This is an optimization exercise on Yosys and OpenROAD, whose aim is small area, not a production implementation.
Power is estimated from default activity; no workload was simulated.

## v27
Design framestore_manager, start of the top module:
module framestore_manager (
	input  logic        internal_ZBT_clock,
	input  logic        resetn,
	input  logic        address_reset,
	input  logic [11:0] image_horizontal,
	input  logic [1:0]  picture_type,
	input  logic        yuv_write_en,
	input  logic [7:0]  yuv_write_data,
	input  logic        picture_start,
	input  logic        frame_advance,
	input  logic        audio_sync_in,
	output logic        display_select,
	output logic        display_advance,
	output logic        audio_sync_out,
	input  logic [51:0] video_stream,
	input  logic [51:0] audio_stream,
	input  logic [19:0] fs_fwd,
	input  logic [19:0] fs_bwd,
	input  logic [31:0] bank0_read_data,
	input  logic [31:0] bank1_read_data,
	output logic [51:0] bank0,
	output logic [51:0] bank1,
	output logic        video_stream_access,
	output logic        audio_stream_access,
	output logic        framestore_busy,
	output logic [31:0] video_stream_read_data,
	output logic [31:0] audio_stream_read_data,
	output logic [31:0] fs_fwd_data,
	output logic [31:0] fs_bwd_data
);
	zbt_pkg::zbt_req_t          video_stream_req;
	zbt_pkg::zbt_req_t          audio_stream_req;
	zbt_pkg::fs_read_req_t      fs_fwd_req;
	zbt_pkg::fs_read_req_t      fs_bwd_req;
	zbt_pkg::zbt_req_t          bank0_req;
	zbt_pkg::zbt_req_t          bank1_req;
	picture_pkg::picture_type_t picture_kind;
	assign video_stream_req = video_stream;
	assign audio_stream_req = audio_stream;
	assign fs_fwd_req = fs_fwd;
	assign fs_bwd_req = fs_bwd;
	assign picture_kind = picture_pkg::picture_type_t'(picture_type);
	assign bank0 = bank0_req;
	assign bank1 = bank1_req;
	zbt_pkg::dec_write_t dec_write;
	logic                prediction_select;
	mb_write_addresser mb_write_addresser_i (
		.internal_ZBT_clock (internal_ZBT_clock),
		.resetn             (resetn),
		.address_reset      (address_reset),
		.image_horizontal   (image_horizontal),
		.picture_type       (picture_kind),
		.yuv_write_en       (yuv_write_en),
		.yuv_write_data     (yuv_write_data),
		.dec_write          (dec_write)
	);
	frame_bank_sequencer frame_bank_sequencer_i (
		.internal_ZBT_clock (internal_ZBT_clock),
  ...
clock: 7.0 ns
lec_check: 0
cap_margin: 20
core_margin: 2
core_utilization: 25
slew_margin: 20
standard.sh (not shown) runs the stock make flow with config.mk's settings and CLKGATE_MAP_FILE= SYNTH_SCRIPT=/design/flow/synth_recipe.tcl, a recipe that flattens the netlist after the stock synthesis.
==> flow/flow/run.sh <==
#!/bin/bash
# Standard synthesis, then an area-oriented re-mapping of its
# combinational logic (every flip-flop, adder and tie cell of the
# standard synthesis is kept as it is, with its name), then the
# standard layout with the port buffers made of the smallest buffer.
set -euo pipefail
PORTBUF="BUFFER_PORTS_ARGS=-buffer_cell sky130_fd_sc_hd__buf_1"
# Clock tree of small buffers, without dummy loads
CTS="CTS_ARGS=-sink_clustering_enable -repair_clock_nets -dont_use_dummy_load -buf_list {sky130_fd_sc_hd__clkbuf_8} -sink_clustering_size 20"
RES=orfs/results/${FLOW_PLATFORM}/framestore_manager/base
LIB=${FLOW_HOME}/platforms/${FLOW_PLATFORM}/lib/sky130_fd_sc_hd__tt_025C_1v80.lib
YOSYS=$(command -v yosys || echo ${FLOW_HOME}/../tools/install/yosys/bin/yosys)

bash standard.sh "$PORTBUF" synth > synth.log 2>&1

DONT_USE=$(sed -n '/^export DONT_USE_CELLS/,/^#/p' ${FLOW_HOME}/platforms/${FLOW_PLATFORM}/config.mk \
	| grep -o 'sky130_fd_sc_hd__[a-z0-9_]*' | sed 's/^/-dont_use /' | tr '\n' ' ')
cp $RES/1_2_yosys.v standard_synth.v
printf 'strash\ndc2\ndch\namap\n' > remap.abc
cat > remap.ys <<EOY
read_liberty -ignore_miss_func $LIB
read_verilog standard_synth.v
hierarchy -top ${FLOW_TOP}
setattr -mod -set keep_hierarchy 1 sky130_fd_sc_hd__df* sky130_fd_sc_hd__edf* sky130_fd_sc_hd__sdf* sky130_fd_sc_hd__sedf* sky130_fd_sc_hd__fa_* sky130_fd_sc_hd__ha_* sky130_fd_sc_hd__conb_*
flatten
opt -purge
abc -liberty $LIB $DONT_USE -script remap.abc
opt_clean -purge
hilomap -singleton -hicell sky130_fd_sc_hd__conb_1 HI -locell sky130_fd_sc_hd__conb_1 LO
splitnets
opt_clean -purge
tee -o remap_stat.txt stat -liberty $LIB
select ${FLOW_TOP}
write_verilog -noattr -nohex -nodec -selected remapped.v
EOY
$YOSYS remap.ys > remap.log 2>&1
cp remapped.v $RES/1_2_yosys.v

bash standard.sh "$PORTBUF" "$CTS" finish > standard_flow.log 2>&1
v27 finished every stage and its layout cleared the timing, design-rule and antenna checks.
Here is what was changed in the inputs of v12 compared with v27.
Settings: setting GPL_TIMING_DRIVEN to 0 for the first time.
### Flow results
- v12: flow completed, timing, DRC and antenna clean
- v12 vs v27: violation count after the first detailed-route iteration up by more than 10%
- v12 vs v27, global-route track usage on met2 went down by 0.44 points.
- The worst hold slack was comparable across v27 and v12.
Inputs modified between v12 and v40:
Settings: removing GPL_TIMING_DRIVEN (formerly 0).
==> flow/flow/run.sh <==
#!/bin/bash
# Standard synthesis, then an area-oriented re-mapping of its
# combinational logic (every flip-flop, adder and tie cell of the
# standard synthesis is kept as it is, with its name, and the result is
# proven equivalent to the standard netlist, else that one is used),
# then the standard layout with the port buffers made of the smallest
# buffer and a clock tree of small buffers.
set -euo pipefail
PORTBUF="BUFFER_PORTS_ARGS=-buffer_cell sky130_fd_sc_hd__buf_1"
CTS="CTS_ARGS=-sink_clustering_enable -repair_clock_nets -dont_use_dummy_load -buf_list {sky130_fd_sc_hd__clkbuf_8} -sink_clustering_size 20"
RES=orfs/results/${FLOW_PLATFORM}/framestore_manager/base
LIB=${FLOW_HOME}/platforms/${FLOW_PLATFORM}/lib/sky130_fd_sc_hd__tt_025C_1v80.lib
YOSYS=$(command -v yosys || echo ${FLOW_HOME}/../tools/install/yosys/bin/yosys)
KEEP="sky130_fd_sc_hd__df* sky130_fd_sc_hd__edf* sky130_fd_sc_hd__sdf* sky130_fd_sc_hd__sedf* sky130_fd_sc_hd__fa_* sky130_fd_sc_hd__ha_* sky130_fd_sc_hd__conb_*"

bash standard.sh "$PORTBUF" synth > synth.log 2>&1

DONT_USE=$(sed -n '/^export DONT_USE_CELLS/,/^#/p' ${FLOW_HOME}/platforms/${FLOW_PLATFORM}/config.mk \
	| grep -o 'sky130_fd_sc_hd__[a-z0-9_]*' | sed 's/^/-dont_use /' | tr '\n' ' ')
cp $RES/1_2_yosys.v standard_synth.v
printf 'strash\ndc2\nif -K 6\nmfs2 -W 4\nstrash\ndc2\ndch\namap\n' > remap.abc
cat > remap.ys <<EOY
read_liberty -ignore_miss_func $LIB
read_verilog standard_synth.v
hierarchy -top ${FLOW_TOP}
setattr -mod -set keep_hierarchy 1 $KEEP
flatten
opt -purge
abc -liberty $LIB $DONT_USE -script remap.abc
opt_clean -purge
hilomap -singleton -hicell sky130_fd_sc_hd__conb_1 HI -locell sky130_fd_sc_hd__conb_1 LO
splitnets
opt_clean -purge
tee -o remap_stat.txt stat -liberty $LIB
select ${FLOW_TOP}
write_verilog -noattr -nohex -nodec -selected remapped.v
EOY
cat > equiv.ys <<EOY
read_liberty -ignore_miss_func $LIB
read_verilog standard_synth.v
hierarchy -top ${FLOW_TOP}
flatten
rename ${FLOW_TOP} gold
design -stash gold
read_liberty -ignore_miss_func $LIB
read_verilog remapped.v
hierarchy -top ${FLOW_TOP}
flatten
rename ${FLOW_TOP} gate
design -stash gate
design -copy-from gold gold
design -copy-from gate gate
async2sync
equiv_make gold gate equiv
hierarchy -top equiv
equiv_simple -undef
equiv_induct -undef
equiv_status -assert
EOY
if $YOSYS remap.ys > remap.log 2>&1 && $YOSYS equiv.ys > equiv.log 2>&1; then
	cp remapped.v $RES/1_2_yosys.v
else
	echo "re-mapping not used" >> remap.log
fi

bash standard.sh "$PORTBUF" "$CTS" finish > standard_flow.log 2>&1
==> run notes <==
- Taking v12 as the reference, in v40 routing usage on met3 went down by 2.6 points, pin count of the biggest net entering global routing climbed 9.
- Compared with v12, in v40 DRC marker count from the first detailed-route iteration lost 117, cell count after placement lost 2.6%.
- Sequential share of layout area up 0.59 points in v40 wrt v12
- In the tables for v12 and v40, final cycle utilization of the critical path reads lower with v40.
- Both conditions hold for v40: the flow ran to the end and the final layout passed the timing, design-rule and antenna checks.
- Between v12 and v40, met2 routed wirelength increased.
- Number of global-route vias before repair of v40 falls short of that of v12 by a few percent.
- Compared with v12, in v40 synthesized instance count now sits lower; total power increased about 1.9%.
### v40 -> v30
Settings: an added GPL_TIMING_DRIVEN of 0; an added GPL_ROUTABILITY_DRIVEN of 0.
==> flow/flow/run.sh <==
#!/bin/bash
# Standard synthesis, then an area-oriented re-mapping of its
# combinational logic (every flip-flop, adder and tie cell of the
# standard synthesis is kept as it is, with its name), then the
# standard layout with the port buffers made of the smallest buffer.
set -euo pipefail
PORTBUF="BUFFER_PORTS_ARGS=-buffer_cell sky130_fd_sc_hd__buf_1"
# Clock tree of small buffers, without dummy loads
CTS="CTS_ARGS=-sink_clustering_enable -repair_clock_nets -dont_use_dummy_load -buf_list {sky130_fd_sc_hd__clkbuf_8} -sink_clustering_size 30"
RES=orfs/results/${FLOW_PLATFORM}/framestore_manager/base
LIB=${FLOW_HOME}/platforms/${FLOW_PLATFORM}/lib/sky130_fd_sc_hd__tt_025C_1v80.lib
YOSYS=$(command -v yosys || echo ${FLOW_HOME}/../tools/install/yosys/bin/yosys)

bash standard.sh "$PORTBUF" synth > synth.log 2>&1

DONT_USE=$(sed -n '/^export DONT_USE_CELLS/,/^#/p' ${FLOW_HOME}/platforms/${FLOW_PLATFORM}/config.mk \
	| grep -o 'sky130_fd_sc_hd__[a-z0-9_]*' | sed 's/^/-dont_use /' | tr '\n' ' ')
cp $RES/1_2_yosys.v standard_synth.v
printf 'strash\ndc2\ndch\namap\n' > remap.abc
cat > remap.ys <<EOY
read_liberty -ignore_miss_func $LIB
read_verilog standard_synth.v
hierarchy -top ${FLOW_TOP}
setattr -mod -set keep_hierarchy 1 sky130_fd_sc_hd__df* sky130_fd_sc_hd__edf* sky130_fd_sc_hd__sdf* sky130_fd_sc_hd__sedf* sky130_fd_sc_hd__fa_* sky130_fd_sc_hd__ha_* sky130_fd_sc_hd__conb_*
flatten
opt -purge
abc -liberty $LIB $DONT_USE -script remap.abc
opt_clean -purge
hilomap -singleton -hicell sky130_fd_sc_hd__conb_1 HI -locell sky130_fd_sc_hd__conb_1 LO
splitnets
opt_clean -purge
tee -o remap_stat.txt stat -liberty $LIB
select ${FLOW_TOP}
write_verilog -noattr -nohex -nodec -selected remapped.v
EOY
$YOSYS remap.ys > remap.log 2>&1
cp remapped.v $RES/1_2_yosys.v

bash standard.sh "$PORTBUF" "$CTS" finish > standard_flow.log 2>&1
[summary]
In v30 the area of the multi-input gates turned out 55 sq um higher than in v40. v30 ends up with higher met1 track demand over resource in global routing than v40 does. Post-place instance area: v30 > v40. Against v40 as the reference, v30 delivers a lower non-clock buffer count. When the final numbers for v30 and v40 were put side by side, the leakage component of the power turned out to be smaller in v40. Worst slack after detailed placement: v30 vs v40 down 1.43 ns.
No functional check of the RTL was part of any run of this note.

[port drivers added, routing unchanged]
No port has a modelled driver above. Below, the same layouts with a new extraction and two added sets of constraints. Step 1 assumes that a clkbuf_16 drives the clock port and a buf_2 every other input. Step 2, shift: input delay + t, output delay - t, t = (earliest + latest rising clock arrival at the registers) / 2. This alone moves slack from input paths to output paths. Three values: ideal, step 1, step 2; two values: the first two.
run | shift t [ns] | setup slack, ns | worst hold slack (ns) | worst slew at a driven data input, ns
v27 | 0.400 | 0.779 / 0.753 / 0.352 | 0.467 / 0.467 / 0.467 | 0.16
v12 | 0.402 | 0.411 / 0.417 / 0.015 | 0.470 / 0.470 / 0.470 | 0.17
v40 | 0.409 | 0.872 / 0.884 / 0.475 | 0.466 / 0.466 / 0.466 | 0.14
v30 | 0.404 | 0.293 / 0.261 / -0.015 | 0.470 / 0.470 / 0.470 | 0.16
Met with ideal ports but missed after step 2: setup timing in v30. The setup slack of v27, which loses most, moves by -0.026 ns with the drivers and by -0.427 ns with both steps.
